From an optimization exercise on the open Yosys and OpenROAD flow, aimed at small area, a short achievable clock period and few clock cycles per item; shortcuts taken in it are not production practice. Function was checked by simulation only, so behaviour that the tests miss may differ from the original.

==> inputs of branch pepper <==
==> flow/design.v (excerpt) <==
module frustum_sphere_cull_unit #(
  parameter int FRAC_BITS = fsc_pkg::FSC_FRAC_BITS
) (
  input  logic               clk,
  input  logic               rst,
  input  logic               start,
  output logic               busy,
  input  logic [1:0]         op,
  input  logic [3:0]         elem_index,
  input  logic signed [31:0] elem_value,
  input  logic signed [31:0] center_x,
  input  logic signed [31:0] center_y,
  input  logic signed [31:0] center_z,
  input  logic [30:0]        sphere_radius,
  output logic               done,
  output logic               inside_res,
  output logic [2:0]         culling_plane
);
  function automatic logic signed [31:0] sat32(input logic signed [65:0] x);
    logic signed [31:0] r;
    if (x > 66'sd2147483647) begin
      r = 32'sh7fffffff;
    end else if (x < -66'sd2147483648) begin
      r = 32'sh80000000;
    end else begin
      r = x[31:0];
    end
    sat32 = r;
  endfunction
  localparam logic [65:0] KC_TEST = 66'h3fff80001ffffffff;   
  localparam logic [65:0] KC_ZERO = 66'h3fff8000200000000;   
  localparam logic [65:0] KC_SHFT = 66'h3fffd5550aaac0000;   
  logic signed [31:0] vm [16];
  logic signed [31:0] pm [16];
  logic signed [31:0] cm [16];           
  logic signed [17:0] pn0 [6];
  logic signed [17:0] pn1 [6];
  logic signed [17:0] pn2 [6];
  logic signed [31:0] pn3 [6];
  logic [5:0]         pdeg;
  logic [5:0]         prdy;      
  logic               stale;
  logic [1:0]         occ;       
  logic [1:0]         nrb;       
  logic [2:0]         sp [2];    
  logic [1:0]         srq [2];   
  logic signed [31:0] sx [2];
  logic signed [31:0] sy [2];
  logic signed [31:0] sz [2];
  ...
clock: 12.0 ns
lec_check: 0
cap_margin: 20
core_margin: 2
core_utilization: 35
gpl_routability_driven: 1
slew_margin: 20
run.sh (not shown) runs the stock make flow with config.mk's settings and CLKGATE_MAP_FILE= SYNTH_SCRIPT=/design/flow/synth_recipe.tcl, a recipe that flattens the netlist after the stock synthesis.
==> branch willow: changes against branch pepper <==
--- a/flow/design.v
+++ b/flow/design.v
@@ -99,25 +99,22 @@
   input  logic signed [31:0] center_y,
   input  logic signed [31:0] center_z,
   input  logic [30:0]        sphere_radius,
   output logic               done,
   output logic               inside_res,
   output logic [2:0]         culling_plane
 );
   function automatic logic signed [31:0] sat32(input logic signed [65:0] x);
-    logic signed [31:0] r;
-    if (x > 66'sd2147483647) begin
-      r = 32'sh7fffffff;
-    end else if (x < -66'sd2147483648) begin
-      r = 32'sh80000000;
-    end else begin
-      r = x[31:0];
-    end
-    sat32 = r;
+    if (&x[65:31] || ~|x[65:31]) sat32 = x[31:0];
+    else                         sat32 = x[65] ? 32'sh80000000 : 32'sh7fffffff;
+  endfunction
+  function automatic logic signed [31:0] sat33(input logic signed [32:0] x);
+    if (x[32] == x[31]) sat33 = x[31:0];
+    else                sat33 = x[32] ? 32'sh80000000 : 32'sh7fffffff;
   endfunction
   localparam logic [65:0] KC_TEST = 66'h3fff80001ffffffff;   
   localparam logic [65:0] KC_ZERO = 66'h3fff8000200000000;   
   localparam logic [65:0] KC_SHFT = 66'h3fffd5550aaac0000;   
   logic signed [31:0] vm [16];
   logic signed [31:0] pm [16];
   logic signed [31:0] cm [16];           
   logic signed [17:0] pn0 [6];
@@ -188,20 +185,20 @@
   logic signed [31:0] qv [4];
   logic signed [31:0] qr [4];
   logic [1:0]         q_axis;
   logic               q_sub;
   assign q_axis = qp_r[2:1];
   assign q_sub  = (qp_r == 3'd0) || (qp_r == 3'd3) || (qp_r == 3'd4);
   always_comb begin
     for (int j = 0; j < 4; j++) begin
-      logic signed [65:0] w, o;
-      w = 66'(cm[j*4+3]);
-      o = 66'(cm[j*4+q_axis]);
-      qv[j] = sat32(q_sub ? (w - o) : (w + o));
+      logic signed [32:0] w, o;
+      w = 33'(cm[j*4+3]);
+      o = 33'(cm[j*4+q_axis]);
+      qv[j] = sat33(q_sub ? (w - o) : (w + o));
     end
   end
   always_ff @(posedge clk) begin
     for (int j = 0; j < 4; j++) qr[j] <= qv[j];
     qr_plane <= qp_r;
   end
   logic        accept;
   logic        s1_le0, s1_cull, s1_test, s1_end, emit;
@@ -233,42 +230,82 @@
     for (int k = 0; k < 4; k++) begin
       logic [31:0] pe;
       vj[k] = vm[{mj, 2'(k)}];
       pe    = pm[{2'(k), m_col}];
       ph[k] = {{2{pe[31]}}, pe[31:16]};
       pl[k] = {2'b00, pe[15:0]};
     end
   end
+  logic       sel_r, ok_r;
+  logic [2:0] psel_r;
+  function automatic logic [4:0] choose(input logic [1:0] cn, input logic [1:0] pd,
+                                        input logic od, input logic [2:0] p0,
+                                        input logic [2:0] p1);
+    logic [1:0] go;
+    logic       sl;
+    go = cn & ~pd;
+    if (go[0] && go[1]) sl = od;
+    else if (go[0])     sl = 1'b0;
+    else if (go[1])     sl = 1'b1;
+    else                sl = !cn[0];
+    choose = {sl, cn[0] || cn[1], sl ? p1 : p0};
+  endfunction
+  logic       acc_t;
+  logic [5:0] prdy_n;
+  logic [4:0] ch [4];
   always_comb begin
-    logic [1:0] pend, free_to_go;
-    for (int i = 0; i < 2; i++) begin
-      can[i]  = occ[i] && !nrb[i] && (sp[i] != 3'd6) && prdy[sp[i]] && !m_clip && !m_sq;
-      pend[i] = (s1_kind == K_TEST) && (s1_slot == 1'(i));
-      free_to_go[i] = can[i] && !pend[i];
-    end
-    if (free_to_go[0] && free_to_go[1]) sel = old;
-    else if (free_to_go[0])             sel = 1'b0;
-    else if (free_to_go[1])             sel = 1'b1;
-    else                                sel = !can[0];
-    sel_ok = can[0] || can[1];
-    sel_p  = sp[sel];
+    acc_t  = accept && (op == 2'd2);
+    prdy_n = prdy;
+    if (rb_start) prdy_n = 6'b0;
+    else if (plane_fin) prdy_n[fin_plane] = 1'b1;
+    for (int h = 0; h < 4; h++) begin
+      logic       cl, en, is, old_n;
+      logic [1:0] oc, nr, cn, pd;
+      logic [2:0] pp [2];
+      cl = h[0] && s1_test && !s1_deg;
+      en = s1_test && (cl || s1_plane == 3'd5);
+      is = sel_ok && !(cl && s1_slot == sel);
+      old_n = h[1] ? !occ[0] : old;
+      for (int i = 0; i < 2; i++) begin
+        logic nw;
+        nw    = h[1] && !busy && (occ[0] == 1'(i));
+        oc[i] = (occ[i] && !(en && s1_slot == 1'(i))) || nw;
+        nr[i] = rb_start ? 1'b0 : (nw ? stale : nrb[i]);
+        pp[i] = nw ? 3'd0 : ((is && sel == 1'(i)) ? sp[i] + 3'd1 : sp[i]);
+        pd[i] = is && (sel == 1'(i));
+        cn[i] = oc[i] && !nr[i] && (pp[i] != 3'd6) && prdy_n[pp[i]];
+      end
+      ch[h] = choose(cn, pd, old_n, pp[0], pp[1]);
+    end
+  end
+  always_ff @(posedge clk) begin
+    if (rst) begin
+      ok_r <= 1'b0;
+    end else begin
+      {sel_r, ok_r, psel_r} <= ch[{acc_t, s1_cull}];
+    end
+  end
+  always_comb begin
+    sel    = sel_r;
+    sel_ok = ok_r;
+    sel_p  = psel_r;
     tb0  = pn0[sel_p];
     tb1  = pn1[sel_p];
     tb2  = pn2[sel_p];
     tb3  = pn3[sel_p];
     tdeg = pdeg[sel_p];
   end
   always_comb begin
     ma0 = '0; ma1 = '0; ma2 = '0;
     mb0 = '0; mb1 = '0; mb2 = '0;
     mf = '0;
     m_first = 1'b0;
     m_last  = 1'b0;
-    if (m_clip) begin
+    if (!sel_ok && !m_is_sq) begin
       case (mph)
         2'd0: begin
           ma0 = vj[0]; mb0 = ph[0];
           ma1 = vj[1]; mb1 = ph[1];
           ma2 = vj[2]; mb2 = ph[2];
           m_first = 1'b1;
         end
         2'd1: begin
@@ -279,17 +316,17 @@
         end
         default: begin
           ma0 = vj[2]; mb0 = pl[2];
           ma1 = vj[3]; mb1 = pl[3];
           mf = 3'b011;
           m_last = 1'b1;
         end
       endcase
-    end else if (m_sq) begin
+    end else if (!sel_ok) begin
       ma0 = qr[0]; ma1 = qr[1]; ma2 = qr[2];
       if (!msq_lo) begin
         mb0 = {{2{qr[0][31]}}, qr[0][31:16]};
         mb1 = {{2{qr[1][31]}}, qr[1][31:16]};
         mb2 = {{2{qr[2][31]}}, qr[2][31:16]};
         m_first = 1'b1;
       end else begin
         mb0 = {2'b00, qr[0][15:0]};
@@ -453,18 +490,18 @@
       4'd3: begin m_is_sq = 1'b1; m_sq_plane = 3'd1; end
       4'd5: begin m_is_sq = 1'b1; m_sq_plane = 3'd2; end
       4'd6: begin m_is_sq = 1'b1; m_sq_plane = 3'd3; end
       4'd8: begin m_is_sq = 1'b1; m_sq_plane = 3'd4; end
       4'd9: begin m_is_sq = 1'b1; m_sq_plane = 3'd5; end
       default: ;
     endcase
   end
-  assign m_clip = rb_active && (mgap == 2'd0) && !m_is_sq && (mt != 4'd10);
-  assign m_sq   = rb_active && m_is_sq && (mgap == 2'd0) && (qr_plane == m_sq_plane) &&
+  assign m_clip = rb_active && !sel_ok && (mgap == 2'd0) && !m_is_sq && (mt != 4'd10);
+  assign m_sq   = rb_active && !sel_ok && m_is_sq && (mgap == 2'd0) && (qr_plane == m_sq_plane) &&
                   (msq_lo || (!ss_valid && !sq_inflight));
   always_ff @(posedge clk) begin
     if (rst) begin
       rb_active   <= 1'b0;
       mt          <= 4'd0;
       m_col       <= 2'd3;
       mj          <= 2'd0;
       mph         <= 2'd0;
@@ -522,20 +559,21 @@
     if (m_sq && !msq_lo) ss_plane <= m_sq_plane;
     qp_r <= (sq_done || (sq_busy && sq_cnt >= 4'd14)) ? sq_plane : m_sq_plane;
   end
   assign sq_start = ss_valid && !sq_busy && !sq_done;
   assign sq_hand   = sq_done && !dv_busy && ((sq_root == 32'd0) || (qr_plane == sq_plane));
   assign div_start = sq_hand && (sq_root != 32'd0);
   function automatic logic [67:0] sq_step(input logic [35:0] rem, input logic [31:0] root,
                                           input logic [1:0] b);
-    logic [35:0] r1, t;
+    logic [35:0] r1;
+    logic [36:0] df;
     r1 = {rem[33:0], b};
-    t  = {2'b00, root, 2'b01};
-    if (r1 >= t) sq_step = {r1 - t, root[30:0], 1'b1};
+    df = {1'b0, r1} - {3'b000, root, 2'b01};
+    if (!df[36]) sq_step = {df[35:0], root[30:0], 1'b1};
     else         sq_step = {r1, root[30:0], 1'b0};
   endfunction
   always_ff @(posedge clk) begin
     if (rst) begin
       sq_busy <= 1'b0;
       sq_done <= 1'b0;
     end else begin
       if (sq_start) begin
@@ -562,19 +600,21 @@
       sq_root <= t2[31:0];
       sq_sh   <= {sq_sh[59:0], 4'b0};
       sq_cnt  <= sq_cnt + 4'd1;
     end
   end
   function automatic logic [32:0] dv_step(input logic [31:0] rem, input logic [31:0] d,
                                           input logic b);
     logic [32:0] r2;
+    logic [33:0] df;
     r2 = {rem, b};
-    if (r2 >= {1'b0, d}) dv_step = {r2[31:0] - d, 1'b1};
-    else                 dv_step = {r2[31:0], 1'b0};
+    df = {1'b0, r2} - {2'b00, d};
+    if (!df[33]) dv_step = {df[31:0], 1'b1};
+    else         dv_step = {r2[31:0], 1'b0};
   endfunction
   logic [31:0] qmag [4];
   always_comb begin
     for (int j = 0; j < 4; j++) begin
       qmag[j] = qr[j][31] ? (~qr[j] + 32'd1) : qr[j];
     end
   end
   assign dv_last = dv_busy && (dv_cnt == 5'd16);
Settings changed: SETUP_SLACK_MARGIN set to 5.
==> notes <==
Wire length: branch pepper is higher than branch willow (4.5%). Between branch willow and branch pepper, the lower clock skew is in branch pepper (gap 49 ps). In branch pepper the hold slack is worse than in branch willow, by 54 ps. Between branch willow and branch pepper, the lower register-to-register slack is in branch pepper (gap 2900 ps). In branch pepper the sequential cell count is lower than in branch willow, by 9. Branch pepper completed without violations. Branch willow went through all stages and came out clean. Die area is about the same in branch willow and branch pepper. Of branch willow and branch pepper, branch pepper has the higher critical path depth (gap 11). In synthesized cell count, branch willow and branch pepper hardly differ.
Testbench counts of branch pepper, summed over its fixed seeds: cycles 17,466, tests 2,304.
Testbench counts of branch willow, summed over its fixed seeds: cycles 17,475, tests 2,304.

==> port drivers added, routing unchanged <==
No port has a modelled driver above. Below, the same layouts with a new extraction and two added sets of constraints.
Step 1 sets driving cells, clkbuf_16 on the clock port and buf_2 on the other inputs (assumed; they add their load-dependent delay and slew).
Step 2 moves the port delays by t, midway between the first and last clock arrival at a register: inputs arrive t later, outputs are due t later. That takes back most of the time a late clock gives input paths.
a / b / c = no drivers / after step 1 / after step 2; a / b = the first two.
| run | shift t [ns] | setup slack, ns | slew at the worst register clock pin (ns) | worst data-port slew with drivers (ns) |
|---|---|---|---|---|
| branch pepper | 1.172 | 2.002 / 2.002 / 2.002 | 0.07 / 0.07 | 0.47 |
| branch willow | 1.164 | 4.933 / 4.933 / 4.933 | 0.07 / 0.07 | 0.19 |
After both steps every run listed still meets setup and hold.
